This design comes from an exercise in tuning for small area, a short achievable clock period and few clock cycles per item on the open sky130 flow, not from production work.
At most, simulation tests tie the RTL to the original design; equivalence was not proved.
For runs 1 and 2, only the layout was checked, not whether the RTL still works.

--- flow/design.v ---
package sm3_expnd_pkg;
    typedef logic [32-1:0] sm3_word_t;
endpackage
`timescale 1ns/1ps
module sm3_expnd_ctrl (
    input  logic clk,
    input  logic rst_n,
    input  logic pad_vld_i,
    input  logic pad_lst_i,
    output logic pad_rdy_o,
    output logic sel_exp_o,      
    output logic sel_pad_o,      
    output logic expnd_vld_o,
    output logic expnd_lst_o
);
    logic [6:0] idx_q;       
    logic [3:0] dbt_q;       
    logic       done_q;      
    logic       lst_q;       
    logic       lsto_q;
    logic       rdy_q;       
    logic       exp_q;       
    logic       vld_q;
    logic       f_end_q;     
    logic       f_w15_q;     
    logic       f_idx0_q;    
    logic       f_ge4_q;     
    logic       f_ge5_q;     
    logic       f_dbt15_q;   
    logic [6:0] idx_d;
    logic [3:0] dbt_d;
    logic       done_d;
    logic       rdy_d;
    logic       exp_d;
    logic       vld_d;
    logic       pad_acc;
    assign pad_acc = pad_vld_i && rdy_q;
    always_comb begin
        idx_d  = idx_q;
        dbt_d  = dbt_q;
        done_d = done_q;
        if (exp_q) begin
            idx_d  = f_end_q ? 7'd0 : idx_q + 7'd1;
            exp_d  = !f_end_q;
            rdy_d  = f_end_q;
            vld_d  = 1'b1;                       
        end else if (rdy_q) begin
            if (pad_vld_i) begin
                idx_d  = idx_q + 7'd1;
                done_d = 1'b0;
                exp_d  = f_w15_q;
                rdy_d  = !f_w15_q;
                vld_d  = f_ge4_q;
            end else begin
                if (!f_idx0_q) begin
                    dbt_d  = dbt_q + 4'd1;
                    done_d = done_q || vld_q;
                end
                exp_d  = 1'b0;
                rdy_d  = f_idx0_q;
                vld_d  = 1'b0;
            end
        end else if (f_idx0_q) begin
            exp_d = 1'b0;                        
            rdy_d = 1'b1;
            vld_d = 1'b0;
        end else begin
            dbt_d = dbt_q + 4'd1;
            exp_d = 1'b0;
            rdy_d = f_dbt15_q;
            vld_d = f_dbt15_q && f_ge5_q && !done_q;
        end
    end
    always_ff @(posedge clk or negedge rst_n) begin
        if (!rst_n) begin
            idx_q     <= '0;
            dbt_q     <= '0;
            done_q    <= 1'b0;
            lst_q     <= 1'b0;
            lsto_q    <= 1'b0;
            rdy_q     <= 1'b0;    
            exp_q     <= 1'b0;
            vld_q     <= 1'b0;
            f_end_q   <= 1'b0;
            f_w15_q   <= 1'b0;
            f_idx0_q  <= 1'b1;
            f_ge4_q   <= 1'b0;
            f_ge5_q   <= 1'b0;
            f_dbt15_q <= 1'b0;
        end else begin
            idx_q     <= idx_d;
            dbt_q     <= dbt_d;
            done_q    <= done_d;
            rdy_q     <= rdy_d;
            exp_q     <= exp_d;
            vld_q     <= vld_d;
            lsto_q    <= exp_q && f_end_q && lst_q;
            f_end_q   <= (idx_d == 7'(67));
            f_w15_q   <= (idx_d == 7'd15);
            f_idx0_q  <= (idx_d == 7'd0);
            f_ge4_q   <= (idx_d >= 7'd4);
            f_ge5_q   <= (idx_d >= 7'(5));
            f_dbt15_q <= (dbt_d == 4'd15);
            if (pad_acc) begin
                lst_q <= (lst_q && !f_idx0_q) || pad_lst_i;
            end
        end
    end
    assign pad_rdy_o   = rdy_q;
    assign sel_exp_o   = exp_q;
    assign sel_pad_o   = rdy_q;
    assign expnd_vld_o = vld_q;
    assign expnd_lst_o = lsto_q;
endmodule
`timescale 1ns/1ps
module sm3_word_window (
    input  logic                     clk,
    input  logic                     sel_exp_i,
    input  logic                     sel_pad_i,
    input  sm3_expnd_pkg::sm3_word_t pad_d_i,
    output sm3_expnd_pkg::sm3_word_t wj_o,
    output sm3_expnd_pkg::sm3_word_t wjj_o
);
    localparam int NEWEST = 16 - 1;
    sm3_expnd_pkg::sm3_word_t win_q [16];
    sm3_expnd_pkg::sm3_word_t wjj_q;
    sm3_expnd_pkg::sm3_word_t mix_word;
    sm3_expnd_pkg::sm3_word_t exp_word;
    sm3_expnd_pkg::sm3_word_t in_word;
    function automatic sm3_expnd_pkg::sm3_word_t rotl(input sm3_expnd_pkg::sm3_word_t x, input int unsigned n);
        rotl = (x << n) | (x >> (32 - n));
    endfunction
    function automatic sm3_expnd_pkg::sm3_word_t p1(input sm3_expnd_pkg::sm3_word_t x);
        p1 = x ^ rotl(x, 15) ^ rotl(x, 23);
    endfunction
    assign mix_word = win_q[0] ^ win_q[7] ^ rotl(win_q[13], 15);
    assign exp_word = p1(mix_word) ^ rotl(win_q[3], 7) ^ win_q[10];
    assign in_word = sel_pad_i ? pad_d_i : win_q[0];
    always_ff @(posedge clk) begin
        for (int i = 0; i < NEWEST; i++) begin
            win_q[i] <= win_q[i + 1];
        end
        win_q[NEWEST] <= sel_exp_i ? exp_word : in_word;
        wjj_q         <= sel_exp_i ? (win_q[NEWEST - 3] ^ exp_word)
                                   : (win_q[NEWEST - 3] ^ in_word);
    end
    assign wj_o  = win_q[NEWEST - 4];
    assign wjj_o = wjj_q;   
endmodule
`timescale 1ns/1ps
module sm3_expnd_top (
    input  logic      clk,
    input  logic      rst_n,
    input  sm3_expnd_pkg::sm3_word_t pad_d_i,
    input  logic      pad_vld_i,
    input  logic      pad_lst_i,
    output logic      pad_rdy_o,
    output sm3_expnd_pkg::sm3_word_t wj_o,
    output sm3_expnd_pkg::sm3_word_t wjj_o,
    output logic      expnd_vld_o,
    output logic      expnd_lst_o
);
    logic sel_exp;
    logic sel_pad;
    sm3_expnd_ctrl u_ctrl (
        .clk         (clk),
        .rst_n       (rst_n),
        .pad_vld_i   (pad_vld_i),
        .pad_lst_i   (pad_lst_i),
        .pad_rdy_o   (pad_rdy_o),
        .sel_exp_o   (sel_exp),
        .sel_pad_o   (sel_pad),
        .expnd_vld_o (expnd_vld_o),
        .expnd_lst_o (expnd_lst_o)
    );
    sm3_word_window u_window (
        .clk       (clk),
        .sel_exp_i (sel_exp),
        .sel_pad_i (sel_pad),
        .pad_d_i   (pad_d_i),
        .wj_o      (wj_o),
        .wjj_o     (wjj_o)
    );
endmodule
--- flow/run.sh ---
#!/bin/bash
# synth_recipe.tcl (not shown) runs the flow's synth.tcl, then flattens the netlist and writes it again
# the make line also repeats each setting of config.mk as NAME=value (left out here)
make -C /OpenROAD-flow-scripts/flow DESIGN_CONFIG=/design/flow/config.mk WORK_HOME=/design/flow/orfs CLKGATE_MAP_FILE= SYNTH_SCRIPT=/design/flow/synth_recipe.tcl finish
--- flow/config.mk ---
export PLATFORM = sky130hd
export DESIGN_NAME = sm3_expnd_top
export DESIGN_NICKNAME = sm3_expnd_top
export VERILOG_FILES = /design/flow/design.v
export SDC_FILE = /design/flow/constraint.sdc
export NUM_CORES = 4
export LEC_CHECK = 0
export CAP_MARGIN = 20
export CORE_MARGIN = 2
export CORE_UTILIZATION = 40
export SETUP_SLACK_MARGIN = 2.2
export SLEW_MARGIN = 20
--- flow/constraint.sdc ---
create_clock -name core_clock -period 3.5 [get_ports {clk}]
set_input_delay 0.7000 -clock core_clock [delete_from_list [all_inputs] [get_ports {clk}]]
set_output_delay 0.7000 -clock core_clock [all_outputs]
set_load 0.01 [all_outputs]
==> results of run 1 <==
## path summary, 6_finish.rpt
path                                            start               endpoint  cells past startpoint
worst max-delay path                     u_ctrl.rdy_q         u_ctrl.f_ge5_q                      7
worst min-delay path                            rst_n          u_ctrl.lsto_q                      1
worst max register to register           u_ctrl.rdy_q         u_ctrl.f_ge5_q                      7
worst min register to register  u_window.win_q[14][9]  u_window.win_q[13][9]                      0
max in group asynchronous                       rst_n           u_ctrl.exp_q                      1
min in group core_clock         u_window.win_q[14][9]  u_window.win_q[13][9]                      0
## synthesized netlist by cell type (all sizes together), types with 3 or more instances
master and n:
a211oi 34, a21oi 39, and3 3, buf 12, clkbuf 9, dfrtp 22
dfxtp 544, inv 3, nand2 10, nor2 5, nor2b 33, nor3 4
o21ai 5, or3 3, xnor2 130, xnor3 32, xor2 33
## logic make-up after synthesis
logic type | count (synthesis) | share of synthesized area [%]
AO/OA/AOI/OAI | 97 | 5.289
multiplexers | 1 | 0.07519
flip-flops | 567 | 76.57
adder cells (fa/ha/maj) | 2 | 0.1671
AND/OR/NAND/NOR | 70 | 2.766
XOR/XNOR | 195 | 14.35
buffers and inverters | 24 | 0.7853
## layout make-up
class,instances,area share [%]
well taps,468,2.918
flip-flops and latches,567,57.72
inverters,3,0.05612
clock buffers,77,7.733
repair buffers,175,9.223
clock inverters,15,0.9167
multi-input cells,365,21.43
## timing repair
action | in CTS | in global routing
setup buffers | 37 | 28
pin swaps | 61 | 45
gates cloned | 3 | 3
setup endpoints to repair | 176 | 152
resized for setup | 479 | 104
## stage by stage
| stage | hold WS (ns) | util [%] | cells | setup WS, ns | cell area (um^2) |
|---|---|---|---|---|---|
| after floorplan | 0.3096 | - | 956 | 1.476 | 15230 |
| after global placement | 0.3096 | 45.50 | 1507 | 0.8431 | 16700 |
| after detailed placement | 0.3121 | 45.50 | 1507 | 0.7671 | 16700 |
| after CTS | 0.3150 | 52.57 | 1639 | 1.534 | 19290 |
| after global routing | 0.1139 | 54.67 | 1670 | 1.490 | 20060 |
| final | 0.1031 | 54.67 | 1670 | 1.529 | 20060 |
## flip-flops by register name, summed over array words and instances, names as in the netlist
signal	cells
u_ctrl.f_w15_q	1
u_ctrl.f_idx0_q	1
u_ctrl.idx_q	7
u_ctrl.vld_q	1
u_ctrl.f_ge5_q	1
u_ctrl.rdy_q	1
u_ctrl.f_end_q	1
u_window.wjj_q	32
u_ctrl.done_q	1
u_ctrl.dbt_q	4
u_ctrl.f_ge4_q	1
u_ctrl.lsto_q	1
u_ctrl.lst_q	1
u_window.win_q	512
u_ctrl.f_dbt15_q	1
u_ctrl.exp_q	1
## per-layer routing
layer  global-route usage [%]  vias up  routed length, um
met5                        0        -                  0
met4                    6.015        0                900
li1                         -     3550                  -
met1                    20.74     3514              14300
met2                    22.97      146              13190
met3                    2.766       68               1171
==> results.rst, run 1 <==
.. list-table::
   :header-rows: 1

   * - Metric
     - Value
   * - Total routing resource utilization after global routing
     - 14.90%
   * - Final setup violating endpoints
     - 0
   * - Total Wirelength
     - 29.56 mm
   * - Site row count
     - 70
   * - Weighted congestion reported at the end of routability-driven placement
     - 0.7471
   * - Element type at the critical path end
     - flip-flop
   * - Worst slew slack as a fraction of its limit
     - 63.70%
   * - Initial DRC count
     - 267
   * - Sum of buffers and inverters on the critical path
     - 2
   * - Number of maximum-capacitance constraint violations
     - 0
   * - Worst-case register-to-register setup slack
     - 1.53 ns
   * - Launching element type of the critical path
     - flip-flop
   * - Average instance area after synthesis
     - 15.66 um^2
   * - Post-Route Setup TNS
     - 0 ns
   * - WP data arrival
     - 2.42 ns
   * - Hpwl dp
     - 16.97 mm
   * - Instance count of the mapped netlist
     - 956
   * - Top cell type's share of synthesized area
     - 72.72%
   * - Clock buffer count from CTS
     - 54
   * - Buffers added on ports
     - 102
   * - Overflow after GRT
     - 0
   * - Clock root cell
     - clkbuf_16
   * - Wire length of the first global-routing pass
     - 43.04 mm
   * - Post-CTS clock slew at the launch and capture registers of the worst setup and hold paths
     - 0.07 ns
   * - Cell Area, Synth
     - 14980 um^2
   * - Critical path class
     - flip-flop to flip-flop
   * - Number of antenna violations at the first check in global routing
     - 0
   * - Number of inserted diodes
     - 0
   * - Number of endpoints with negative hold slack in the final report
     - 0
   * - RSZ-0062 raised after global routing
     - yes
   * - Actual transition at the worst max-transition pin
     - 0.5445 ns
   * - Num ports
     - 103
   * - Critical-path cell list
     - buf_12 -> buf_8 -> nand4b_1 -> o311ai_4 -> or3_4 -> a311oi_2 -> nand2_1
   * - Die outline height
     - 197.5 um
   * - Detailed-route via count
     - 7278
   * - Synthesis-stage register bit count
     - 567
   * - Clock period minus final worst setup slack
     - 1.971 ns
   * - Cell variety after synth
     - 55
   * - Crit Path Max Fanout
     - 5
   * - Width of the die
     - 197.5 um
   * - Core region area
     - 36700 um^2
   * - Remaining number of nets flagged by the antenna check after routing
     - 0
   * - Tightest Hold Check Type
     - input port to async pin
   * - Pins Over Slew Limit
     - 0
   * - Final critical-path share of the clock period
     - 56.32%
   * - Pre-Repair DR Iteration Count
     - 5
   * - Clock network latency to the later pin of the worst-skew pair
     - 0.58 ns
   * - Prevailing post-synth register cell
     - dfxtp_1
   * - Initial core utilization
     - 40.81%
   * - Area contributors post-synth
     - dfxtp_1, xnor2_1, xnor3_1
   * - Share of the yosys chip area belonging to registers
     - 76.57%
   * - Pin count of the biggest net entering global routing
     - 30
   * - Routed length per placed instance
     - 17.70 um
   * - YS warnings
     - 3
   * - Count of filler cells inserted in the layout
     - 2933
   * - Number of enable-type register cells in the synthesized netlist
     - 0
   * - Net count after synthesis
     - 994
   * - Most common cell after layout, fill and taps aside
     - dfxtp_1
   * - Most frequent cells in the layout
     - dfxtp_1, xnor2_1, dfxtp_2
   * - H-tree depth reported by CTS
     - 2
   * - Largest delay contributor family on the critical path
     - simple AND/OR/NAND/NOR gates
   * - Required arrival time at the worst endpoint
     - 3.95 ns
   * - Proportion of register bits with asynchronous set or reset after synthesis
     - 4.056%
   * - Clock skew
     - 0.01454 ns
   * - Number of hold-repair buffers added at the cts stage
     - 0
   * - Status
     - complete, no violations
   * - Total Die Area
     - 39000 um^2
   * - Number of DRC violations after detailed routing
     - 0
   * - Maximum clock path buffer count
     - 3
   * - Area growth from synthesis to layout
     - 33.98%
   * - Cell with the largest stage delay on the worst path
     - dfrtp_4
   * - Slowest stage delay, CP
     - 0.50 ns
   * - Share of cells above drive strength 1
     - 41.18%
   * - Footprint of the multi-input gates
     - 4300 um^2
   * - Routed vias/inst
     - 4.358
   * - FF+latch area
     - 11580 um^2
   * - Maximum achievable frequency
     - 0.5073 GHz
   * - Net total in the final layout
     - 1204
   * - # clock sinks
     - 567
   * - Area leader, netlist
     - dfxtp_1
   * - CTS tree
     - built
   * - Via count of the first global-routing pass
     - 7358
==> inputs of run 2 (changes only) <==
--- a/flow/config.mk
+++ b/flow/config.mk
@@ -8,5 +8,5 @@
 export CAP_MARGIN = 20
 export CORE_MARGIN = 2
 export CORE_UTILIZATION = 40
-export SETUP_SLACK_MARGIN = 2.2
+export SETUP_SLACK_MARGIN = 1.8
 export SLEW_MARGIN = 20
==> results.rst, run 2 <==
.. list-table::
   :header-rows: 1

   * - Metric
     - Value
   * - Number of antenna violations at the first check in global routing
     - 0 (unchanged)
   * - Maximum clock path buffer count
     - 3 (unchanged)
   * - Post-Place Cells
     - 1508 (+0.066%)
   * - Crit Reg-Reg Endpoint
     - u_ctrl.f_ge4_q
   * - Most frequent cell after synthesis
     - dfxtp_1
   * - Worst slew slack as a fraction of its limit
     - 73.19% (+9.5 points)
   * - Status
     - complete, no violations
   * - Share of cells above drive strength 1
     - 32.82% (-8.4 points)
   * - Worst-case register-to-register setup slack
     - 1.58 ns (+0.05 ns)
   * - Final setup violating endpoints
     - 0 (unchanged)
   * - Actual transition at the worst max-transition pin
     - 0.4021 ns (-0.1424 ns)
   * - Number of cells in the finished layout apart from fillers
     - 1641 (-1.7%)
   * - Area contributors post-synth
     - dfxtp_1, xnor2_1, xnor3_1
   * - Prevailing post-synth register cell
     - dfxtp_1
   * - Area growth from synthesis to layout
     - 28.92%
   * - Weighted congestion reported at the end of routability-driven placement
     - 0.7744 (+3.7%)
   * - WP data arrival
     - 2.37 ns (-0.05 ns)
   * - Post-CTS clock slew at the launch and capture registers of the worst setup and hold paths
     - 0.07 ns (about the same)
   * - Remaining number of nets flagged by the antenna check after routing
     - 0 (unchanged)
   * - Worst hold path startpoint
     - u_window.win_q[9][3]
   * - Via count of the first global-routing pass
     - 7214 (-2.0%)
   * - Clock buffer count from CTS
     - 53 (-1.9%)
   * - Top cell type's share of synthesized area
     - 72.72% (unchanged)
   * - Most flop-heavy register
     - u_window.win_q
   * - Core region area
     - 36700 um^2 (unchanged)
   * - CTS tree
     - built
   * - Clock network latency to the later pin of the worst-skew pair
     - 0.57 ns (about the same)
   * - Total Wirelength
     - 27.15 mm (-8.2%)
   * - Worst Hold Path Cells
     - 0
   * - Synthesis-stage register bit count
     - 567 (unchanged)
   * - Number of enable-type register cells in the synthesized netlist
     - 0 (unchanged)
   * - Pre-Repair DR Iteration Count
     - 4 (-1)
   * - Post-Route Setup TNS
     - 0 ns (unchanged)
   * - Launching element type of the critical path
     - flip-flop
   * - Total routing resource utilization after global routing
     - 13.99% (-0.91 points)
   * - Maximum achievable frequency
     - 0.5215 GHz (+2.8%)
   * - Number of endpoints with negative hold slack in the final report
     - 0 (unchanged)
   * - Most frequent cells in the layout
     - dfxtp_1, xnor2_1, dfxtp_2
   * - Critical-path cell list
     - buf_12 -> a21o_4 -> a21oi_2 -> a311oi_2 -> or3_4 -> or3_1
   * - Wire length of the first global-routing pass
     - 40.92 mm (-4.9%)
   * - Number of hold-repair buffers added at the cts stage
     - 0 (unchanged)
   * - Total Die Area
     - 39000 um^2 (unchanged)
   * - Pin count of the biggest net entering global routing
     - 41 (+37%)
   * - Clock skew
     - 0.01492 ns (+0.0003870 ns)
   * - Hpwl dp
     - 16.97 mm (about the same)
   * - Initial core utilization
     - 40.81% (unchanged)
   * - Net total in the final layout
     - 1169 (-2.9%)
   * - Site row count
     - 70 (unchanged)
   * - Most frequent cells after synthesis
     - dfxtp_1, xnor2_1, a211oi_1, nor2b_1, xor2_1
   * - Area leader, netlist
     - dfxtp_1
   * - Cell variety after synth
     - 55 (unchanged)
   * - Most common cell after layout, fill and taps aside
     - dfxtp_1
   * - Critical path class
     - flip-flop to flip-flop
   * - Net count after synthesis
     - 994 (unchanged)
   * - Regs by FF count
     - u_window.win_q x512, u_window.wjj_q x32, u_ctrl.idx_q x7
   * - Routed vias/inst
     - 4.314 (-1.0%)
   * - Initial DRC count
     - 183 (-31%)
   * - Share of the yosys chip area belonging to registers
     - 76.57% (unchanged)
   * - # clock sinks
     - 567 (unchanged)
   * - Average instance area after synthesis
     - 15.66 um^2 (unchanged)
   * - Width of the die
     - 197.5 um (unchanged)
   * - Clock period minus final worst setup slack
     - 1.918 ns (-0.05338 ns)
   * - Cell with the largest stage delay on the worst path
     - dfrtp_4
   * - R2r startpoint
     - u_ctrl.rdy_q
   * - Routed length per placed instance
     - 16.54 um (-6.6%)
   * - Number of DRC violations after detailed routing
     - 0 (unchanged)
   * - Crit Path Max Fanout
     - 7 (+2)
   * - Buffers added on ports
     - 102 (unchanged)
   * - Overflow after GRT
     - 0 (unchanged)
   * - Required arrival time at the worst endpoint
     - 3.95 ns (about the same)
   * - Register-to-Register Path Depth
     - 6 (-1)
   * - Pins Over Slew Limit
     - 0 (unchanged)
   * - Instance count of the mapped netlist
     - 956 (unchanged)
   * - Flip-flop count of the largest register after layout
     - 512 (unchanged)
   * - Die outline height
     - 197.5 um (unchanged)
   * - RSZ-0062 raised after global routing
     - yes
   * - Element type at the critical path end
     - flip-flop
   * - Cell Area, Synth
     - 14980 um^2 (unchanged)
   * - YS warnings
     - 3 (unchanged)
   * - Final critical-path share of the clock period
     - 54.79% (-1.5 points)
   * - Hold path endpoint
     - u_window.win_q[8][3]
   * - H-tree depth reported by CTS
     - 2 (unchanged)
   * - Slowest stage delay, CP
     - 0.50 ns (about the same)
   * - Clock root cell
     - clkbuf_16
   * - Number of inserted diodes
     - 0 (unchanged)
   * - Num ports
     - 103 (unchanged)
   * - Detailed-route via count
     - 7079 (-2.7%)
   * - Proportion of register bits with asynchronous set or reset after synthesis
     - 4.056% (unchanged)
   * - Number of maximum-capacitance constraint violations
     - 0 (unchanged)
   * - Tightest Hold Check Type
     - flip-flop to flip-flop
## run 2: cell types whose count changed in the layout (fill, tap and decap cells not counted), sizes merged
| cell | previous run | this run |
|---|---|---|
| bufinv | 4 | 6 |
| clkinvlp | 2 | 4 |
| clkdlybuf4s50 | 33 | 34 |
| clkinv | 8 | 10 |
| clkbuf | 80 | 76 |
| buf | 138 | 106 |
## run 2: metrics by stage
step / util, % / setup WS, ns / cell area (um^2) / hold slack (ns)
floorplan: - / 1.476 / 15020 / 0.3096
global placement: 45.06 / 0.8382 / 16540 / 0.3098
detailed placement: 45.06 / 0.8087 / 16540 / 0.3121
CTS: 51.01 / 1.591 / 18720 / 0.3232
global route: 52.61 / 1.506 / 19310 / 0.3239
finish: 52.61 / 1.582 / 19310 / 0.3192
## run 2: what timing repair did
action / CTS / global route
pin swaps: 6 / 58
setup buffers: 22 / 13
gates cloned: 1 / 0
endpoints found under the setup margin: 125 / 105
resized for setup: 384 / 115
## run 2: cells by family (layout without fill, tap and decap cells)
kind of cell	count (synthesis)	in the layout	share of synthesized area (%)
and+or+nand+nor	70	70	2.766
DFF	567	567	76.57
buffers and inverters	24	241	0.7853
xor gates and xnor gates	195	195	14.35
adders and majority gates	2	2	0.1671
AOI/OAI and AO/OA	97	97	5.289
muxes	1	1	0.07519
## run 2: final cells by class
| cell class | instances | area, um^2 |
|---|---|---|
| inverter | 3 | 11.26 |
| clock buffer | 76 | 1545 |
| fill | 3014 | 17390 |
| multi-input combinational | 365 | 3890 |
| sequential | 567 | 11550 |
| tap | 468 | 585.6 |
| timing repair buffer | 141 | 1413 |
| clock inverter | 21 | 309.0 |
## run 2: worst max-delay path by stage
stage	start	cells after the start	endpoint	slack, ns
after floorplan	pad_vld_i	6	u_ctrl.f_ge4_q	1.48
after global placement	pad_vld_i	6	u_ctrl.f_ge4_q	0.84
after detailed placement	pad_vld_i	6	u_ctrl.f_ge4_q	0.81
after CTS	u_ctrl.rdy_q	1	pad_rdy_o	1.59
after global routing	u_ctrl.rdy_q	6	u_ctrl.f_ge4_q	1.51
final	u_ctrl.rdy_q	6	u_ctrl.f_ge4_q	1.58
## run 2: layer usage
layer  up-vias  wire length [um]  track usage [%]  part of all wire, %
met4         0               597            5.040                  2.2
met1      3385             12800            19.00                   47
met2       150             12430            21.75                   46
met5         -                 0                0                    0
li1       3490                 -                -                    -
met3        54              1322            3.432                  4.9
## run 2: critical path, delay by kind of cell (launching register included)
kind	cells	cell delay, ns
AOI/OAI and AO/OA	3	0.45
DFF	1	0.50
buffers and inverters	1	0.14
and+or+nand+nor	2	0.70
==> inputs of run 3 (changes only) <==
--- a/flow/design.v
+++ b/flow/design.v
@@ -21,53 +21,36 @@
     logic       rdy_q;       
     logic       exp_q;       
     logic       vld_q;
+    logic       selp_q;      
     logic       f_end_q;     
     logic       f_w15_q;     
     logic       f_idx0_q;    
     logic       f_ge4_q;     
     logic       f_ge5_q;     
     logic       f_dbt15_q;   
-    logic [6:0] idx_d;
-    logic [3:0] dbt_d;
-    logic       done_d;
+    logic       pad_acc;
+    logic       inc;         
+    logic       wrap;        
+    logic       turn;        
     logic       rdy_d;
     logic       exp_d;
     logic       vld_d;
-    logic       pad_acc;
     assign pad_acc = pad_vld_i && rdy_q;
+    assign inc     = exp_q || pad_acc;
+    assign wrap    = exp_q && f_end_q;
+    assign turn    = !exp_q && !pad_acc && !f_idx0_q;
     always_comb begin
-        idx_d  = idx_q;
-        dbt_d  = dbt_q;
-        done_d = done_q;
         if (exp_q) begin
-            idx_d  = f_end_q ? 7'd0 : idx_q + 7'd1;
-            exp_d  = !f_end_q;
-            rdy_d  = f_end_q;
-            vld_d  = 1'b1;                       
+            exp_d = !f_end_q;
+            rdy_d = f_end_q;
+            vld_d = 1'b1;                        
         end else if (rdy_q) begin
-            if (pad_vld_i) begin
-                idx_d  = idx_q + 7'd1;
-                done_d = 1'b0;
-                exp_d  = f_w15_q;
-                rdy_d  = !f_w15_q;
-                vld_d  = f_ge4_q;
-            end else begin
-                if (!f_idx0_q) begin
-                    dbt_d  = dbt_q + 4'd1;
-                    done_d = done_q || vld_q;
-                end
-                exp_d  = 1'b0;
-                rdy_d  = f_idx0_q;
-                vld_d  = 1'b0;
-            end
-        end else if (f_idx0_q) begin
-            exp_d = 1'b0;                        
-            rdy_d = 1'b1;
-            vld_d = 1'b0;
+            exp_d = pad_vld_i && f_w15_q;
+            rdy_d = pad_vld_i ? !f_w15_q : f_idx0_q;
+            vld_d = pad_vld_i && f_ge4_q;
         end else begin
-            dbt_d = dbt_q + 4'd1;
             exp_d = 1'b0;
-            rdy_d = f_dbt15_q;
+            rdy_d = f_idx0_q || f_dbt15_q;       
             vld_d = f_dbt15_q && f_ge5_q && !done_q;
         end
     end
@@ -79,6 +62,7 @@
             lst_q     <= 1'b0;
             lsto_q    <= 1'b0;
             rdy_q     <= 1'b0;    
+            selp_q    <= 1'b0;
             exp_q     <= 1'b0;
             vld_q     <= 1'b0;
             f_end_q   <= 1'b0;
@@ -88,27 +72,34 @@
             f_ge5_q   <= 1'b0;
             f_dbt15_q <= 1'b0;
         end else begin
-            idx_q     <= idx_d;
-            dbt_q     <= dbt_d;
-            done_q    <= done_d;
-            rdy_q     <= rdy_d;
-            exp_q     <= exp_d;
-            vld_q     <= vld_d;
-            lsto_q    <= exp_q && f_end_q && lst_q;
-            f_end_q   <= (idx_d == 7'(67));
-            f_w15_q   <= (idx_d == 7'd15);
-            f_idx0_q  <= (idx_d == 7'd0);
-            f_ge4_q   <= (idx_d >= 7'd4);
-            f_ge5_q   <= (idx_d >= 7'(5));
-            f_dbt15_q <= (dbt_d == 4'd15);
+            rdy_q  <= rdy_d;
+            selp_q <= rdy_d || exp_d;
+            exp_q  <= exp_d;
+            vld_q  <= vld_d;
+            lsto_q <= wrap && lst_q;
+            if (inc) begin
+                idx_q     <= wrap ? 7'd0 : idx_q + 7'd1;
+                f_end_q   <= (idx_q == 7'(67 - 1));
+                f_w15_q   <= (idx_q == 7'd14);
+                f_idx0_q  <= wrap;
+                f_ge4_q   <= !wrap && (idx_q >= 7'd3);
+                f_ge5_q   <= !wrap && (idx_q >= 7'(5 - 1));
+            end
+            if (turn) begin
+                dbt_q     <= dbt_q + 4'd1;
+                f_dbt15_q <= (dbt_q == 4'd14);
+            end
             if (pad_acc) begin
-                lst_q <= (lst_q && !f_idx0_q) || pad_lst_i;
+                done_q <= 1'b0;
+                lst_q  <= (lst_q && !f_idx0_q) || pad_lst_i;
+            end else if (turn) begin
+                done_q <= done_q || vld_q;
             end
         end
     end
     assign pad_rdy_o   = rdy_q;
     assign sel_exp_o   = exp_q;
-    assign sel_pad_o   = rdy_q;
+    assign sel_pad_o   = selp_q;
     assign expnd_vld_o = vld_q;
     assign expnd_lst_o = lsto_q;
 endmodule
==> results.rst, run 3 <==
.. list-table::
   :header-rows: 1

   * - Metric
     - Value
   * - Overflow after GRT
     - 0 (unchanged)
   * - Mux share of post-synthesis cell area
     - 0.06727% (-0.0079 points)
   * - Remaining number of nets flagged by the antenna check after routing
     - 0 (unchanged)
   * - Area leader, netlist
     - dfxtp_1
   * - Proportion of register bits with asynchronous set or reset after synthesis
     - 4.225% (+0.17 points)
   * - Pre-Repair DR Iteration Count
     - 5 (+1)
   * - Worst slew slack as a fraction of its limit
     - 68.56% (-4.6 points)
   * - Number of cells in the finished layout apart from fillers
     - 1614 (-1.6%)
   * - Regs by FF count
     - u_window.win_q x512, u_window.wjj_q x32, u_ctrl.idx_q x7
   * - Compound-Gate Fraction of Synth Area
     - 4.339% (-0.95 points)
   * - Critical path class
     - flip-flop to output port
   * - Final setup violating endpoints
     - 0 (unchanged)
   * - Worst-case register-to-register setup slack
     - 1.83 ns (+0.25 ns)
   * - Most flop-heavy register
     - u_window.win_q
   * - Most frequent cell after synthesis
     - dfxtp_1
   * - WP data arrival
     - 1.11 ns (-1.26 ns)
   * - Post-CTS clock slew at the launch and capture registers of the worst setup and hold paths
     - 0.06 ns (about the same)
   * - Worst Hold Path Cells
     - 0 (unchanged)
   * - Clock skew
     - 0.01674 ns (+0.001820 ns)
   * - Area growth from synthesis to layout
     - 26.12%
   * - Routed length per placed instance
     - 16.53 um (about the same)
   * - Post-Place Cells
     - 1502 (-0.40%)
   * - Number of hold-repair buffers added at the cts stage
     - 0 (unchanged)
   * - Width of the die
     - 196.9 um (-0.31%)
   * - Actual transition at the worst max-transition pin
     - 0.4702 ns (+0.06812 ns)
   * - Hpwl dp
     - 16.73 mm (-1.4%)
   * - Die outline height
     - 196.9 um (-0.31%)
   * - Cell depth of the worst setup path
     - 1 (-5)
   * - Post-Route Setup TNS
     - 0 ns (unchanged)
   * - Num ports
     - 103 (unchanged)
   * - Dominant combinational cell family by area after synthesis
     - XOR/XNOR gates
   * - Detailed-route via count
     - 6816 (-3.7%)
   * - Routed vias/inst
     - 4.223 (-2.1%)
   * - Buffers added on ports
     - 102 (unchanged)
   * - Most common cell after layout, fill and taps aside
     - dfxtp_1
   * - Share of the yosys chip area belonging to registers
     - 77.23% (+0.66 points)
   * - Pin count of the biggest net entering global routing
     - 33 (-20%)
   * - Crit Path Max Fanout
     - 2 (-5)
   * - Maximum achievable frequency
     - 0.5515 GHz (+5.8%)
   * - Synthesis-stage register bit count
     - 568 (+0.18%)
   * - Prevailing post-synth register cell
     - dfxtp_1
   * - Cell with the largest stage delay on the worst path
     - dfrtp_1
   * - Instance count of the mapped netlist
     - 948 (-0.84%)
   * - Number of maximum-capacitance constraint violations
     - 0 (unchanged)
   * - Initial DRC count
     - 160 (-13%)
   * - Number of DRC violations after detailed routing
     - 0 (unchanged)
   * - Total Wirelength
     - 26.68 mm (-1.7%)
   * - Number of antenna violations at the first check in global routing
     - 0 (unchanged)
   * - Maximum clock path buffer count
     - 3 (unchanged)
   * - Most frequent cells after synthesis
     - dfxtp_1, xnor2_1, xor2_1, a211oi_1
   * - Critical-path cell list
     - buf_2
   * - Number of inserted diodes
     - 0 (unchanged)
   * - Clock root cell
     - clkbuf_16
   * - Clock buffer count from CTS
     - 53 (unchanged)
   * - Slowest stage delay, CP
     - 0.41 ns (-0.09 ns)
   * - CTS tree
     - built
   * - Register-to-Register Path Depth
     - 5 (-1)
   * - Launching element type of the critical path
     - flip-flop
   * - Element type at the critical path end
     - output port
   * - Clock network latency to the later pin of the worst-skew pair
     - 0.56 ns (about the same)
   * - YS warnings
     - 3 (unchanged)
   * - Number of enable-type register cells in the synthesized netlist
     - 0 (unchanged)
   * - Adder-cell share of the synthesized area
     - 0.4204% (+0.25 points)
   * - Sum of buffers and inverters on the critical path
     - 1 (unchanged)
   * - Net count after synthesis
     - 989 (-0.50%)
   * - Clock period minus final worst setup slack
     - 1.813 ns (-0.1043 ns)
   * - Number of endpoints with negative hold slack in the final report
     - 0 (unchanged)
   * - Total routing resource utilization after global routing
     - 13.94% (-0.049 points)
   * - Worst-case hold slack
     - 0.3197 ns (+0.0004980 ns)
   * - Via count of the first global-routing pass
     - 7072 (-2.0%)
   * - Cell variety after synth
     - 32 (-42%)
   * - Wire length of the first global-routing pass
     - 40.38 mm (-1.3%)
   * - Simple logic cell fraction of the synthesized area
     - 2.531% (-0.23 points)
   * - Final critical-path share of the clock period
     - 51.81% (-3.0 points)
   * - Tightest Hold Check Type
     - flip-flop to flip-flop
   * - Core region area
     - 36610 um^2 (-0.24%)
   * - Site row count
     - 70 (unchanged)
   * - Weighted congestion reported at the end of routability-driven placement
     - 0.7307 (-5.6%)
   * - Cell Area, Synth
     - 14880 um^2 (-0.63%)
   * - Required arrival time at the worst endpoint
     - 2.80 ns (-1.15 ns)
   * - Average instance area after synthesis
     - 15.70 um^2 (+0.20%)
   * - Share of cells above drive strength 1
     - 29.32% (-3.5 points)
   * - Initial core utilization
     - 40.65% (-0.16 points)
   * - Net total in the final layout
     - 1148 (-1.8%)
   * - Flip-flop count of the largest register after layout
     - 512 (unchanged)
   * - Status
     - complete, no violations
   * - # clock sinks
     - 568 (+0.18%)
   * - Top cell type's share of synthesized area
     - 73.19% (+0.46 points)
   * - Pins Over Slew Limit
     - 0 (unchanged)
   * - Most frequent cells in the layout
     - dfxtp_1, xnor2_1, dfxtp_2
   * - H-tree depth reported by CTS
     - 2 (unchanged)
   * - Largest delay contributor family on the critical path
     - flip-flops
   * - Total Die Area
     - 38760 um^2 (-0.62%)
   * - Xor and xnor area share after synthesis
     - 14.80% (+0.45 points)
   * - Area contributors post-synth
     - dfxtp_1, xnor2_1, dfrtp_1
   * - RSZ-0062 raised after global routing
     - yes
==> run 3: per-layer routing <==
layer  share of wire, %  vias to the layer above  GRT usage (%)
li1                   -                     3401              -
met1                 48                     3236          19.50
met3                3.9                       55          2.909
met5                  0                        -              0
met4                2.4                        0          4.177
met2                 45                      124          21.84
==> run 3: area by class of cell <==
class                           instances  area (um^2)
Fill cell                            3070        17840
Sequential cell                       568        11600
Multi-Input combinational cell        357         3611
Clock buffer                           77         1548
Timing Repair Buffer                  123         1255
Tap cell                              468        585.6
Clock inverter                         17        152.6
Inverter                                4        15.01
==> run 3: path summary, 6_finish.rpt <==
kind | startpoint | end
max | u_ctrl.vld_q | expnd_vld_o
min | u_window.win_q[5][28] | u_window.win_q[4][28]
max reg2reg | u_window.win_q[13][14] | u_window.wjj_q[12]
min reg2reg | u_window.win_q[5][28] | u_window.win_q[4][28]
max in group asynchronous | rst_n | u_ctrl.f_idx0_q
min in group asynchronous | rst_n | u_ctrl.lsto_q
==> run 3: logic make-up after synthesis <==
logic type,count (synthesis)
and+or+nand+nor,68
buffers and inverters,23
muxes,1
AOI/OAI and AO/OA,83
xor gates and xnor gates,200
DFF,568
adders and majority gates,5
==> run 3: stage by stage <==
step	worst slack, ns	instance area, um^2	util, %
5_1_grt	1.657	18770	51.26
3_5_place_dp	1.050	16450	44.94
6_report	1.687	18770	51.26
3_3_place_gp	1.117	16450	44.94
4_1_cts	1.645	18340	50.09
2_1_floorplan	1.800	14880	-
==> run 3: worst register-to-register path, delay by kind of cell (launching register included) <==
| family | cells | cell delay [ns] |
|---|---|---|
| AOI/OAI and AO/OA | 1 | 0.20 |
| DFF | 1 | 0.35 |
| xor gates and xnor gates | 4 | 1.03 |
==> run 3: what timing repair did <==
action | CTS | global route
pin swaps | 3 | 37
gates resized for setup | 379 | 83
endpoints found under the hold margin | 0 | 0
setup endpoints to repair | 120 | 92
buffers inserted | 11 | 7
Testbench counts of run 3, summed over its fixed seeds: cycles 6,536, items 6,144.
==> inputs of run 4 (changes only) <==
--- a/flow/config.mk
+++ b/flow/config.mk
@@ -8,5 +8,5 @@
 export CAP_MARGIN = 20
 export CORE_MARGIN = 2
 export CORE_UTILIZATION = 40
-export SETUP_SLACK_MARGIN = 1.8
+export SETUP_SLACK_MARGIN = 2.2
 export SLEW_MARGIN = 20
==> results.rst, run 4 <==
.. list-table::
   :header-rows: 1

   * - Metric
     - Value
   * - Cell with the largest stage delay on the worst path
     - dfrtp_2
   * - Via count of the first global-routing pass
     - 7210 (+2.0%)
   * - RSZ-0062 raised after global routing
     - yes
   * - Area contributors post-synth
     - dfxtp_1, xnor2_1, dfrtp_1
   * - Post-layout instance area
     - 19460 um^2 (+3.7%)
   * - Initial DRC count
     - 206 (+29%)
   * - Share of cells above drive strength 1
     - 38.49% (+9.2 points)
   * - Area leader, netlist
     - dfxtp_1
   * - Number of hold-repair buffers added at the cts stage
     - 0 (unchanged)
   * - Cell variety after synth
     - 32 (unchanged)
   * - Synthesis-stage register bit count
     - 568 (unchanged)
   * - Number of endpoints with negative hold slack in the final report
     - 0 (unchanged)
   * - Worst slew slack as a fraction of its limit
     - 52.68% (-16 points)
   * - Overflow after GRT
     - 0 (unchanged)
   * - Top cell type's share of synthesized area
     - 73.19% (unchanged)
   * - Slowest stage delay, CP
     - 0.42 ns (about the same)
   * - Required arrival time at the worst endpoint
     - 2.80 ns (about the same)
   * - Number of maximum-capacitance constraint violations
     - 0 (unchanged)
   * - Worst-case register-to-register setup slack
     - 1.80 ns (-0.03 ns)
   * - Total routing resource utilization after global routing
     - 14.27% (+0.33 points)
   * - Actual transition at the worst max-transition pin
     - 0.7086 ns (+0.2384 ns)
   * - Net total in the final layout
     - 1179 (+2.7%)
   * - Status
     - complete, no violations
   * - WP data arrival
     - 1.09 ns (-0.02 ns)
   * - Most frequent cell after synthesis
     - dfxtp_1
   * - Critical path class
     - flip-flop to output port
   * - Hpwl dp
     - 16.89 mm (+0.92%)
   * - Number of enable-type register cells in the synthesized netlist
     - 0 (unchanged)
   * - Clock buffer count from CTS
     - 52 (-1.9%)
   * - Average instance area after synthesis
     - 15.70 um^2 (unchanged)
   * - # clock sinks
     - 568 (unchanged)
   * - Maximum clock path buffer count
     - 3 (unchanged)
   * - Total Die Area
     - 38760 um^2 (unchanged)
   * - Instance count of the mapped netlist
     - 948 (unchanged)
   * - Routed vias/inst
     - 4.266 (+1.0%)
   * - Area growth from synthesis to layout
     - 30.79%
   * - Clock root cell
     - clkbuf_16
   * - Weighted congestion reported at the end of routability-driven placement
     - 0.7663 (+4.9%)
   * - Pin count of the biggest net entering global routing
     - 41 (+24%)
   * - CTS tree
     - built
   * - Clock skew
     - 0.01214 ns (-0.004605 ns)
   * - Most common cell after layout, fill and taps aside
     - dfxtp_1
   * - Net count after synthesis
     - 989 (unchanged)
   * - Count of filler cells inserted in the layout
     - 3008 (-2.0%)
   * - Final critical-path share of the clock period
     - 51.02% (-0.79 points)
   * - Wire length of the first global-routing pass
     - 41.50 mm (+2.8%)
   * - Number of DRC violations after detailed routing
     - 0 (unchanged)
   * - Most flop-heavy register
     - u_window.win_q
   * - Largest delay contributor family on the critical path
     - flip-flops
   * - Critical-path cell list
     - buf_6
   * - Number of inserted diodes
     - 0 (unchanged)
   * - Site row count
     - 70 (unchanged)
   * - Crit Path Max Fanout
     - 2 (unchanged)
   * - Total Wirelength
     - 27.54 mm (+3.2%)
   * - Register-to-Register Path Depth
     - 5 (unchanged)
   * - Post-CTS clock slew at the launch and capture registers of the worst setup and hold paths
     - 0.06 ns (about the same)
   * - Pins Over Slew Limit
     - 0 (unchanged)
   * - Most frequent cells after synthesis
     - dfxtp_1, xnor2_1, xor2_1, a211oi_1
   * - Crit Reg-Reg Endpoint
     - u_window.wjj_q[14]
   * - Clock period minus final worst setup slack
     - 1.786 ns (-0.02781 ns)
   * - Detailed-route via count
     - 7018 (+3.0%)
   * - YS warnings
     - 3 (unchanged)
   * - Final setup violating endpoints
     - 0 (unchanged)
   * - Die outline height
     - 196.9 um (unchanged)
   * - Prevailing post-synth register cell
     - dfxtp_1
   * - Post-Route Setup TNS
     - 0 ns (unchanged)
   * - Total placed instance area
     - 16660 um^2 (+1.3%)
   * - Regs by FF count
     - u_window.win_q x512, u_window.wjj_q x32, u_ctrl.idx_q x7
   * - Buffers added on ports
     - 102 (unchanged)
   * - Element type at the critical path end
     - output port
   * - Routed length per placed instance
     - 16.74 um (+1.3%)
   * - Flip-flop count of the largest register after layout
     - 512 (unchanged)
   * - Sum of buffers and inverters on the critical path
     - 1 (unchanged)
   * - Proportion of register bits with asynchronous set or reset after synthesis
     - 4.225% (unchanged)
   * - Most frequent cells in the layout
     - dfxtp_1, dfxtp_2, xnor2_2
   * - Share of the yosys chip area belonging to registers
     - 77.23% (unchanged)
   * - Cell Area, Synth
     - 14880 um^2 (unchanged)
   * - H-tree depth reported by CTS
     - 2 (unchanged)
   * - Pre-Repair DR Iteration Count
     - 4 (-1)
   * - R2r startpoint
     - u_window.win_q[13][8]
   * - Num ports
     - 103 (unchanged)
   * - Launching element type of the critical path
     - flip-flop
   * - Core region area
     - 36610 um^2 (unchanged)
   * - Clock network latency to the later pin of the worst-skew pair
     - 0.55 ns (about the same)
   * - Maximum achievable frequency
     - 0.5601 GHz (+1.6%)
   * - Width of the die
     - 196.9 um (unchanged)
   * - Tightest Hold Check Type
     - input port to async pin
   * - Number of antenna violations at the first check in global routing
     - 0 (unchanged)
   * - Initial core utilization
     - 40.65% (unchanged)
   * - Remaining number of nets flagged by the antenna check after routing
     - 0 (unchanged)
[run 4: final cells by class]
cell class	instances	area [um^2]	share of cell area (%)
Multi-Input combinational cell	358	4001	20.56
Tap cell	468	585.6	3.009
Sequential cell	568	11630	59.75
Inverter	4	15.01	0.07715
Clock buffer	75	1480	7.605
Clock inverter	18	205.2	1.054
Timing Repair Buffer	154	1546	7.946
[run 4: worst max path at each step]
stage                  from         endpoint  slack (ns)  depth (start not counted)
3_5_place_dp      pad_vld_i  u_ctrl.dbt_q[3]        1.33                          6
3_3_place_gp      pad_vld_i  u_ctrl.dbt_q[3]        1.38                          6
6_report       u_ctrl.rdy_q        pad_rdy_o        1.71                          1
2_1_floorplan     pad_vld_i   u_ctrl.f_end_q        1.94                          6
5_1_grt        u_ctrl.rdy_q        pad_rdy_o        1.68                          1
4_1_cts        u_ctrl.rdy_q        pad_rdy_o        1.69                          1
[run 4: layer usage]
layer  global-route usage (%)  routed length [um]
met1                    20.03               13480
met2                    22.56               12490
met3                    2.704                1045
met4                    4.149                 531
met5                        0                   0
[run 4: kinds of logic (layout without fill, tap and decap cells)]
| family | count (synthesis) | in the layout | share of synthesized area [%] |
|---|---|---|---|
| AOI/OAI and AO/OA | 83 | 83 | 4.339 |
| xor gates and xnor gates | 200 | 200 | 14.80 |
| adders and majority gates | 5 | 5 | 0.4204 |
| buffers and inverters | 23 | 251 | 0.6138 |
| DFF | 568 | 568 | 77.23 |
| muxes | 1 | 1 | 0.06727 |
| and+or+nand+nor | 68 | 69 | 2.531 |
[run 4: per-stage QoR]
stage / setup slack (ns) / hold slack [ns] / instances / utilization (%)
detailed placement: 1.325 / 0.3121 / 1504 / 45.52
finish: 1.714 / 0.1961 / 1645 / 53.16
floorplan: 1.944 / 0.3096 / 948 / -
CTS: 1.687 / 0.3160 / 1636 / 52.38
global placement: 1.376 / 0.3098 / 1504 / 45.52
global route: 1.678 / 0.2389 / 1645 / 53.16
[run 4: repair_timing]
action / CTS / global route
cloned: 3 / 0
endpoints found under the setup margin: 154 / 159
resized for setup: 468 / 55
pin swaps: 88 / 72
buffers inserted: 36 / 9
==> inputs of run 5 (changes only) <==
--- a/flow/config.mk
+++ b/flow/config.mk
@@ -8,5 +8,6 @@
 export CAP_MARGIN = 20
 export CORE_MARGIN = 2
 export CORE_UTILIZATION = 40
-export SETUP_SLACK_MARGIN = 2.2
+export CTS_BUF_LIST = sky130_fd_sc_hd__clkbuf_8
+export SETUP_SLACK_MARGIN = 1.8
 export SLEW_MARGIN = 20
==> results.rst, run 5 <==
.. list-table::
   :header-rows: 1

   * - Metric
     - Value
   * - Hpwl dp
     - 16.73 mm (-0.91%)
   * - Total Die Area
     - 38760 um^2 (unchanged)
   * - Remaining number of nets flagged by the antenna check after routing
     - 0 (unchanged)
   * - Site row count
     - 70 (unchanged)
   * - Maximum achievable frequency
     - 0.5338 GHz (-4.7%)
   * - Die outline height
     - 196.9 um (unchanged)
   * - Element type at the critical path end
     - output port
   * - Number of DRC violations after detailed routing
     - 0 (unchanged)
   * - Worst-case hold slack
     - 0.3048 ns (+0.1087 ns)
   * - Number of antenna violations at the first check in global routing
     - 0 (unchanged)
   * - Num ports
     - 103 (unchanged)
   * - Most frequent cells after synthesis
     - dfxtp_1, xnor2_1, xor2_1, a211oi_1
   * - Wire length of the first global-routing pass
     - 40.85 mm (-1.6%)
   * - Most frequent cells in the layout
     - dfxtp_1, clkbuf_8, xnor2_1
   * - Weighted congestion reported at the end of routability-driven placement
     - 0.7307 (-4.6%)
   * - Cell variety after synth
     - 32 (unchanged)
   * - Routed length per placed instance
     - 16.01 um (-4.4%)
   * - Worst Hold Path Cells
     - 0
   * - Launching element type of the critical path
     - flip-flop
   * - Top cell type's share of synthesized area
     - 73.19% (unchanged)
   * - Final setup violating endpoints
     - 0 (unchanged)
   * - Crit Path Max Fanout
     - 2 (unchanged)
   * - Instance count of the mapped netlist
     - 948 (unchanged)
   * - H-tree depth reported by CTS
     - 3 (+1)
   * - Count of filler cells inserted in the layout
     - 3100 (+3.1%)
   * - Number of maximum-capacitance constraint violations
     - 0 (unchanged)
   * - Hold path endpoint
     - u_window.win_q[8][21]
   * - Overflow after GRT
     - 0 (unchanged)
   * - WP data arrival
     - 1.17 ns (+0.08 ns)
   * - # clock sinks
     - 568 (unchanged)
   * - Crit Reg-Reg Endpoint
     - u_window.wjj_q[22]
   * - Routed vias/inst
     - 4.177 (-2.1%)
   * - Net count after synthesis
     - 989 (unchanged)
   * - Area growth from synthesis to layout
     - 26.33%
   * - Maximum clock path buffer count
     - 3 (unchanged)
   * - Area leader, netlist
     - dfxtp_1
   * - Area contributors post-synth
     - dfxtp_1, xnor2_1, dfrtp_1
   * - Final critical-path share of the clock period
     - 53.53% (+2.5 points)
   * - Synthesis-stage register bit count
     - 568 (unchanged)
   * - Slowest stage delay, CP
     - 0.41 ns (about the same)
   * - Number of hold-repair buffers added at the cts stage
     - 0 (unchanged)
   * - Average instance area after synthesis
     - 15.70 um^2 (unchanged)
   * - Prevailing post-synth register cell
     - dfxtp_1
   * - Sum of buffers and inverters on the critical path
     - 1 (unchanged)
   * - Regs by FF count
     - u_window.win_q x512, u_window.wjj_q x32, u_ctrl.idx_q x7
   * - Cell Area, Synth
     - 14880 um^2 (unchanged)
   * - Critical-path cell list
     - buf_2
   * - Clock buffer count from CTS
     - 85 (+63%)
   * - Status
     - complete, no violations
   * - Number of endpoints with negative hold slack in the final report
     - 0 (unchanged)
   * - Post-Route Setup TNS
     - 0 ns (unchanged)
   * - Actual transition at the worst max-transition pin
     - 0.4739 ns (-0.2347 ns)
   * - Cell with the largest stage delay on the worst path
     - dfrtp_1
   * - Pre-CTS WS
     - 1.050 ns (-0.2754 ns)
   * - CTS tree
     - built
   * - Most flop-heavy register
     - u_window.win_q
   * - Flip-flop count of the largest register after layout
     - 512 (unchanged)
   * - Worst hold path startpoint
     - u_window.win_q[9][21]
   * - Detailed-route via count
     - 6976 (-0.60%)
   * - Most frequent cell after synthesis
     - dfxtp_1
   * - Final critical-path setup slack
     - 1.626 ns (-0.08796 ns)
   * - YS warnings
     - 3 (unchanged)
   * - Total Wirelength
     - 26.74 mm (-2.9%)
   * - Most common cell after layout, fill and taps aside
     - dfxtp_1
   * - R2r startpoint
     - u_window.win_q[13][24]
   * - Pins Over Slew Limit
     - 0 (unchanged)
   * - Largest delay contributor family on the critical path
     - flip-flops
   * - Number of enable-type register cells in the synthesized netlist
     - 0 (unchanged)
   * - Worst-case register-to-register setup slack
     - 1.84 ns (+0.04 ns)
   * - Proportion of register bits with asynchronous set or reset after synthesis
     - 4.225% (unchanged)
   * - Tightest Hold Check Type
     - flip-flop to flip-flop
   * - Total routing resource utilization after global routing
     - 14.13% (-0.14 points)
   * - Initial core utilization
     - 40.65% (unchanged)
   * - Initial DRC count
     - 196 (-4.9%)
   * - Clock network latency to the later pin of the worst-skew pair
     - 0.61 ns (+0.06 ns)
   * - Net total in the final layout
     - 1177 (-0.17%)
   * - Share of the yosys chip area belonging to registers
     - 77.23% (unchanged)
   * - Pre-Repair DR Iteration Count
     - 4 (unchanged)
   * - Required arrival time at the worst endpoint
     - 2.80 ns (about the same)
   * - Critical path class
     - flip-flop to output port
   * - Clock root cell
     - clkbuf_8
   * - Register-to-Register Path Depth
     - 5 (unchanged)
   * - Share of cells above drive strength 1
     - 31.39% (-7.1 points)
   * - Core region area
     - 36610 um^2 (unchanged)
   * - RSZ-0062 raised after global routing
     - yes
   * - Buffers added on ports
     - 102 (unchanged)
   * - Via count of the first global-routing pass
     - 7278 (+0.94%)
   * - Worst slew slack as a fraction of its limit
     - 68.31% (+16 points)
   * - Clock period minus final worst setup slack
     - 1.874 ns (+0.08796 ns)
   * - Width of the die
     - 196.9 um (unchanged)
   * - Clock skew
     - 0.02326 ns (+0.01112 ns)
   * - Pin count of the biggest net entering global routing
     - 33 (-20%)
   * - Post-CTS clock slew at the launch and capture registers of the worst setup and hold paths
     - 0.06 ns (about the same)
## run 5: cell types whose count changed in the layout (fill, tap and decap cells not counted), sizes merged
cell           before  now
buf               118   85
clkinvlp            1    3
clkdlybuf4s50      33   35
bufbuf              1    0
clkdlybuf4s15       1    0
nand2b              2    1
diode               0    1
inv                 6   28
bufinv              4    1
dlymetal6s2s        1    0
clkinv             11    9
clkbuf             75  115
## run 5: final cells by class
class	count	area, um^2	share of cell area, %
inverter	4	15.01	0.07987
sequential	568	11590	61.68
timing repair buffer	120	1230	6.543
clock inverter	37	192.7	1.025
tap	468	585.6	3.115
antenna	1	2.502	0.01331
multi-input combinational	357	3595	19.12
clock buffer	115	1583	8.420
## run 5: metal layers
layer	track usage (%)	vias to the layer above	wire (um)
li1	-	3479	-
met1	19.26	3308	13030
met2	21.61	139	12050
met3	3.747	50	1118
met4	5.319	0	544
met5	0	-	0
## run 5: how the worst max path moves through the flow
stage | start | endpoint | cells past startpoint
floorplan | pad_vld_i | u_ctrl.f_end_q | 6
global placement | pad_vld_i | u_ctrl.dbt_q[3] | 6
detailed placement | pad_vld_i | u_ctrl.dbt_q[3] | 6
CTS | u_ctrl.vld_q | expnd_vld_o | 1
global route | u_ctrl.vld_q | expnd_vld_o | 1
finish | u_ctrl.vld_q | expnd_vld_o | 1
## run 5: per-stage QoR
stage	cell area (um^2)	utilization, %	cells
final	18800	51.35	1670
after global routing	18800	51.34	1669
after global placement	16450	44.94	1502
after detailed placement	16450	44.94	1502
after CTS	18400	50.25	1662
after floorplan	14880	-	948
## run 5: repair_timing
action                                  CTS  global route
resized for setup                       379            77
pin swaps                                 1            34
gates cloned                              0             0
buffers inserted                          8             7
endpoints found under the setup margin  121            90
## run 5: kinds of logic after synthesis
kind of cell / synth area share [%]
simple gates: 2.531
fa+ha+maj: 0.4204
flops: 77.23
mux: 0.06727
xor+xnor: 14.80
buf+inv: 0.6138
compound gates: 4.339
==> inputs of run 6 (changes only) <==
--- a/flow/config.mk
+++ b/flow/config.mk
@@ -8,6 +8,7 @@
 export CAP_MARGIN = 20
 export CORE_MARGIN = 2
 export CORE_UTILIZATION = 40
-export CTS_BUF_LIST = sky130_fd_sc_hd__clkbuf_8
+export CTS_CLUSTER_DIAMETER = 60
+export CTS_CLUSTER_SIZE = 24
 export SETUP_SLACK_MARGIN = 1.8
 export SLEW_MARGIN = 20
==> results.rst, run 6 <==
.. list-table::
   :header-rows: 1

   * - Metric
     - Value
   * - Crit Path Max Fanout
     - 2 (unchanged)
   * - Final setup violating endpoints
     - 0 (unchanged)
   * - WP data arrival
     - 1.15 ns (-0.02 ns)
   * - Total placed instance area
     - 16450 um^2 (unchanged)
   * - Post-Route Setup TNS
     - 0 ns (unchanged)
   * - Average instance area after synthesis
     - 15.70 um^2 (unchanged)
   * - Number of inserted diodes
     - 0 (-1)
   * - Pre-CTS WS
     - 1.050 ns (unchanged)
   * - Clock skew
     - 0.02360 ns (+0.0003370 ns)
   * - Die outline height
     - 196.9 um (unchanged)
   * - Global-route met3 utilization
     - 2.139% (-1.6 points)
   * - Pin count of the biggest net entering global routing
     - 33 (unchanged)
   * - Regs by FF count
     - u_window.win_q x512, u_window.wjj_q x32, u_ctrl.idx_q x7
   * - CTS tree
     - built
   * - Worst Hold Path Cells
     - 0 (unchanged)
   * - Status
     - complete, no violations
   * - Cell variety after synth
     - 32 (unchanged)
   * - Via count of the first global-routing pass
     - 6739 (-7.4%)
   * - Prevailing post-synth register cell
     - dfxtp_1
   * - Maximum clock path buffer count
     - 3 (unchanged)
   * - Clock buffer count from CTS
     - 31 (-64%)
   * - Maximum achievable frequency
     - 0.5418 GHz (+1.5%)
   * - Clock root cell
     - clkbuf_16
   * - Pre-Repair DR Iteration Count
     - 4 (unchanged)
   * - Flip-flop count of the largest register after layout
     - 512 (unchanged)
   * - Area leader, netlist
     - dfxtp_1
   * - Share of cells above drive strength 1
     - 27.69% (-3.7 points)
   * - Instance count of the mapped netlist
     - 948 (unchanged)
   * - Element type at the critical path end
     - output port
   * - Total routing resource utilization after global routing
     - 13.39% (-0.74 points)
   * - Most common cell after layout, fill and taps aside
     - dfxtp_1
   * - Most frequent cells in the layout
     - dfxtp_1, xnor2_1, dfxtp_2
   * - Remaining number of nets flagged by the antenna check after routing
     - 0 (unchanged)
   * - Synthesis-stage register bit count
     - 568 (unchanged)
   * - # clock sinks
     - 568 (unchanged)
   * - RSZ-0062 raised after global routing
     - yes
   * - Num ports
     - 103 (unchanged)
   * - Cell depth of the worst setup path
     - 1 (unchanged)
   * - Post-CTS clock slew at the launch and capture registers of the worst setup and hold paths
     - 0.08 ns (+0.02 ns)
   * - Slowest stage delay, CP
     - 0.42 ns (about the same)
   * - YS warnings
     - 3 (unchanged)
   * - Area contributors post-synth
     - dfxtp_1, xnor2_1, dfrtp_1
   * - Number of enable-type register cells in the synthesized netlist
     - 0 (unchanged)
   * - Cell with the largest stage delay on the worst path
     - dfrtp_1
   * - Clock network latency to the later pin of the worst-skew pair
     - 0.58 ns (-0.03 ns)
   * - Weighted congestion reported at the end of routability-driven placement
     - 0.7307 (unchanged)
   * - GRT Max-Usage Layer
     - met2
   * - Routed length per placed instance
     - 16.45 um (+2.7%)
   * - Most flop-heavy register
     - u_window.win_q
   * - Number of maximum-capacitance constraint violations
     - 0 (unchanged)
   * - Number of endpoints with negative hold slack in the final report
     - 0 (unchanged)
   * - Critical path class
     - flip-flop to output port
   * - Final critical-path share of the clock period
     - 52.74% (-0.79 points)
   * - Site row count
     - 70 (unchanged)
   * - Most frequent cell after synthesis
     - dfxtp_1
   * - Most frequent cells after synthesis
     - dfxtp_1, xnor2_1, xor2_1, a211oi_1
   * - Global-route met2 utilization
     - 21.20% (-0.41 points)
   * - Critical-path cell list
     - buf_2
   * - Routed vias/inst
     - 4.204 (+0.63%)
   * - Register-to-Register Path Depth
     - 5 (unchanged)
   * - Total Wirelength
     - 25.76 mm (-3.7%)
   * - Total Die Area
     - 38760 um^2 (unchanged)
   * - Number of DRC violations after detailed routing
     - 0 (unchanged)
   * - Buffers added on ports
     - 102 (unchanged)
   * - Cell Area, Synth
     - 14880 um^2 (unchanged)
   * - Wire length of the first global-routing pass
     - 39.24 mm (-3.9%)
   * - Actual transition at the worst max-transition pin
     - 0.4678 ns (-0.006130 ns)
   * - Detailed-route via count
     - 6583 (-5.6%)
   * - Launching element type of the critical path
     - flip-flop
   * - Met1 capacity usage during global routing
     - 19.41% (+0.16 points)
   * - Worst slew slack as a fraction of its limit
     - 68.72% (+0.41 points)
   * - Required arrival time at the worst endpoint
     - 2.80 ns (about the same)
   * - Number of antenna violations at the first check in global routing
     - 0 (unchanged)
   * - Tightest Hold Check Type
     - flip-flop to flip-flop
   * - Initial DRC count
     - 207 (+5.6%)
   * - Top cell type's share of synthesized area
     - 73.19% (unchanged)
   * - Net count after synthesis
     - 989 (unchanged)
   * - Core region area
     - 36610 um^2 (unchanged)
   * - Largest delay contributor family on the critical path
     - flip-flops
   * - Pins Over Slew Limit
     - 0 (unchanged)
   * - Proportion of register bits with asynchronous set or reset after synthesis
     - 4.225% (unchanged)
   * - Sum of buffers and inverters on the critical path
     - 1 (unchanged)
   * - Hpwl dp
     - 16.73 mm (unchanged)
   * - Post-layout instance area
     - 18080 um^2 (-3.8%)
   * - Overflow after GRT
     - 0 (unchanged)
   * - Share of the yosys chip area belonging to registers
     - 77.23% (unchanged)
   * - Net total in the final layout
     - 1124 (-4.5%)
   * - Width of the die
     - 196.9 um (unchanged)
   * - Area growth from synthesis to layout
     - 21.47%
   * - Clock period minus final worst setup slack
     - 1.846 ns (-0.02778 ns)
   * - Initial core utilization
     - 40.65% (unchanged)
   * - H-tree depth reported by CTS
     - 1 (-2)
   * - Final critical-path setup slack
     - 1.654 ns (+0.02778 ns)
==> run 6: cells by family after synthesis <==
| kind of cell | count (synthesis) | synth area share [%] |
|---|---|---|
| flip-flops | 568 | 77.23 |
| XOR/XNOR | 200 | 14.80 |
| AO/OA/AOI/OAI | 83 | 4.339 |
| AND/OR/NAND/NOR | 68 | 2.531 |
| buffers and inverters | 23 | 0.6138 |
| adder cells (fa/ha/maj) | 5 | 0.4204 |
| multiplexers | 1 | 0.06727 |
==> run 6: layout make-up <==
| type | instances | area [um^2] |
|---|---|---|
| Clock buffer | 34 | 807.0 |
| Clock inverter | 14 | 210.2 |
| Fill cell | 3116 | 18530 |
| Inverter | 4 | 15.01 |
| Multi-Input combinational cell | 358 | 3628 |
| Sequential cell | 568 | 11600 |
| Tap cell | 468 | 585.6 |
| Timing Repair Buffer | 120 | 1230 |
==> run 6: final timing paths <==
path                                        startpoint                     end  slack, ns
worst max-delay path                      u_ctrl.vld_q             expnd_vld_o       1.65
worst min register to register  u_window.win_q[14][14]  u_window.win_q[13][14]       0.32
min in group asynchronous                        rst_n            u_ctrl.exp_q       0.44
worst min-delay path            u_window.win_q[14][14]  u_window.win_q[13][14]       0.32
max in group asynchronous                        rst_n         u_ctrl.f_idx0_q       2.43
worst max register to register   u_window.win_q[7][12]      u_window.wjj_q[12]       1.85
==> run 6: timing repair <==
action | 4_1_cts | 5_1_grt
pin swaps | 3 | 47
setup buffers | 8 | 7
gates resized for setup | 379 | 85
endpoints found under the setup margin | 126 | 93
cloned | 0 | 1
hold buffers | 0 | 0
==> run 6: per-layer routing <==
| metal | routed length [um] | share of wire, % |
|---|---|---|
| met1 | 12890 | 50 |
| met2 | 11590 | 45 |
| met3 | 835 | 3.2 |
| met4 | 456 | 1.8 |
| met5 | 0 | 0 |
==> run 6: metrics by stage <==
step	hold WS [ns]	util, %	instances
floorplan	0.3096	-	948
global placement	0.3095	44.94	1502
detailed placement	0.3121	44.94	1502
CTS	0.3187	48.18	1558
global route	0.3231	49.37	1566
finish	0.3178	49.37	1566

[afterwards: timing with drivers on the ports]
How much do the figures lean on ideal ports? The routed layouts below were timed once more, with nothing changed but the port constraints.
Step 1, drivers: a clkbuf_16 drives clk and a buf_2 each remaining input, both assumed.
Step 2, shift: input delay + t, output delay - t, t = (earliest + latest rising clock arrival at the registers) / 2. This alone moves slack from input paths to output paths.
Slacks: ideal / step 1 / step 2; pairs: ideal / step 1.
run	t (ns)	setup WS [ns]	hold WS [ns]	latest minus earliest clock arrival (ns)
run 1	0.620	1.529 / 1.520 / 1.005	0.103 / 0.075 / 0.315	0.015 / 0.016
run 2	0.615	1.582 / 1.555 / 1.092	0.319 / 0.319 / 0.319	0.017 / 0.017
run 3	0.601	1.687 / 1.636 / 1.603	0.320 / 0.320 / 0.320	0.020 / 0.019
run 4	0.593	1.714 / 1.662 / 1.546	0.196 / 0.165 / 0.319	0.015 / 0.015
run 5	0.641	1.626 / 1.579 / 1.302	0.305 / 0.305 / 0.305	0.026 / 0.025
run 6	0.620	1.654 / 1.604 / 1.315	0.318 / 0.318 / 0.318	0.027 / 0.026
After both steps setup and hold are still met in every run listed. For run 1, which loses most, drivers alone change the setup slack by -0.009 ns; drivers and shift together by -0.524 ns.
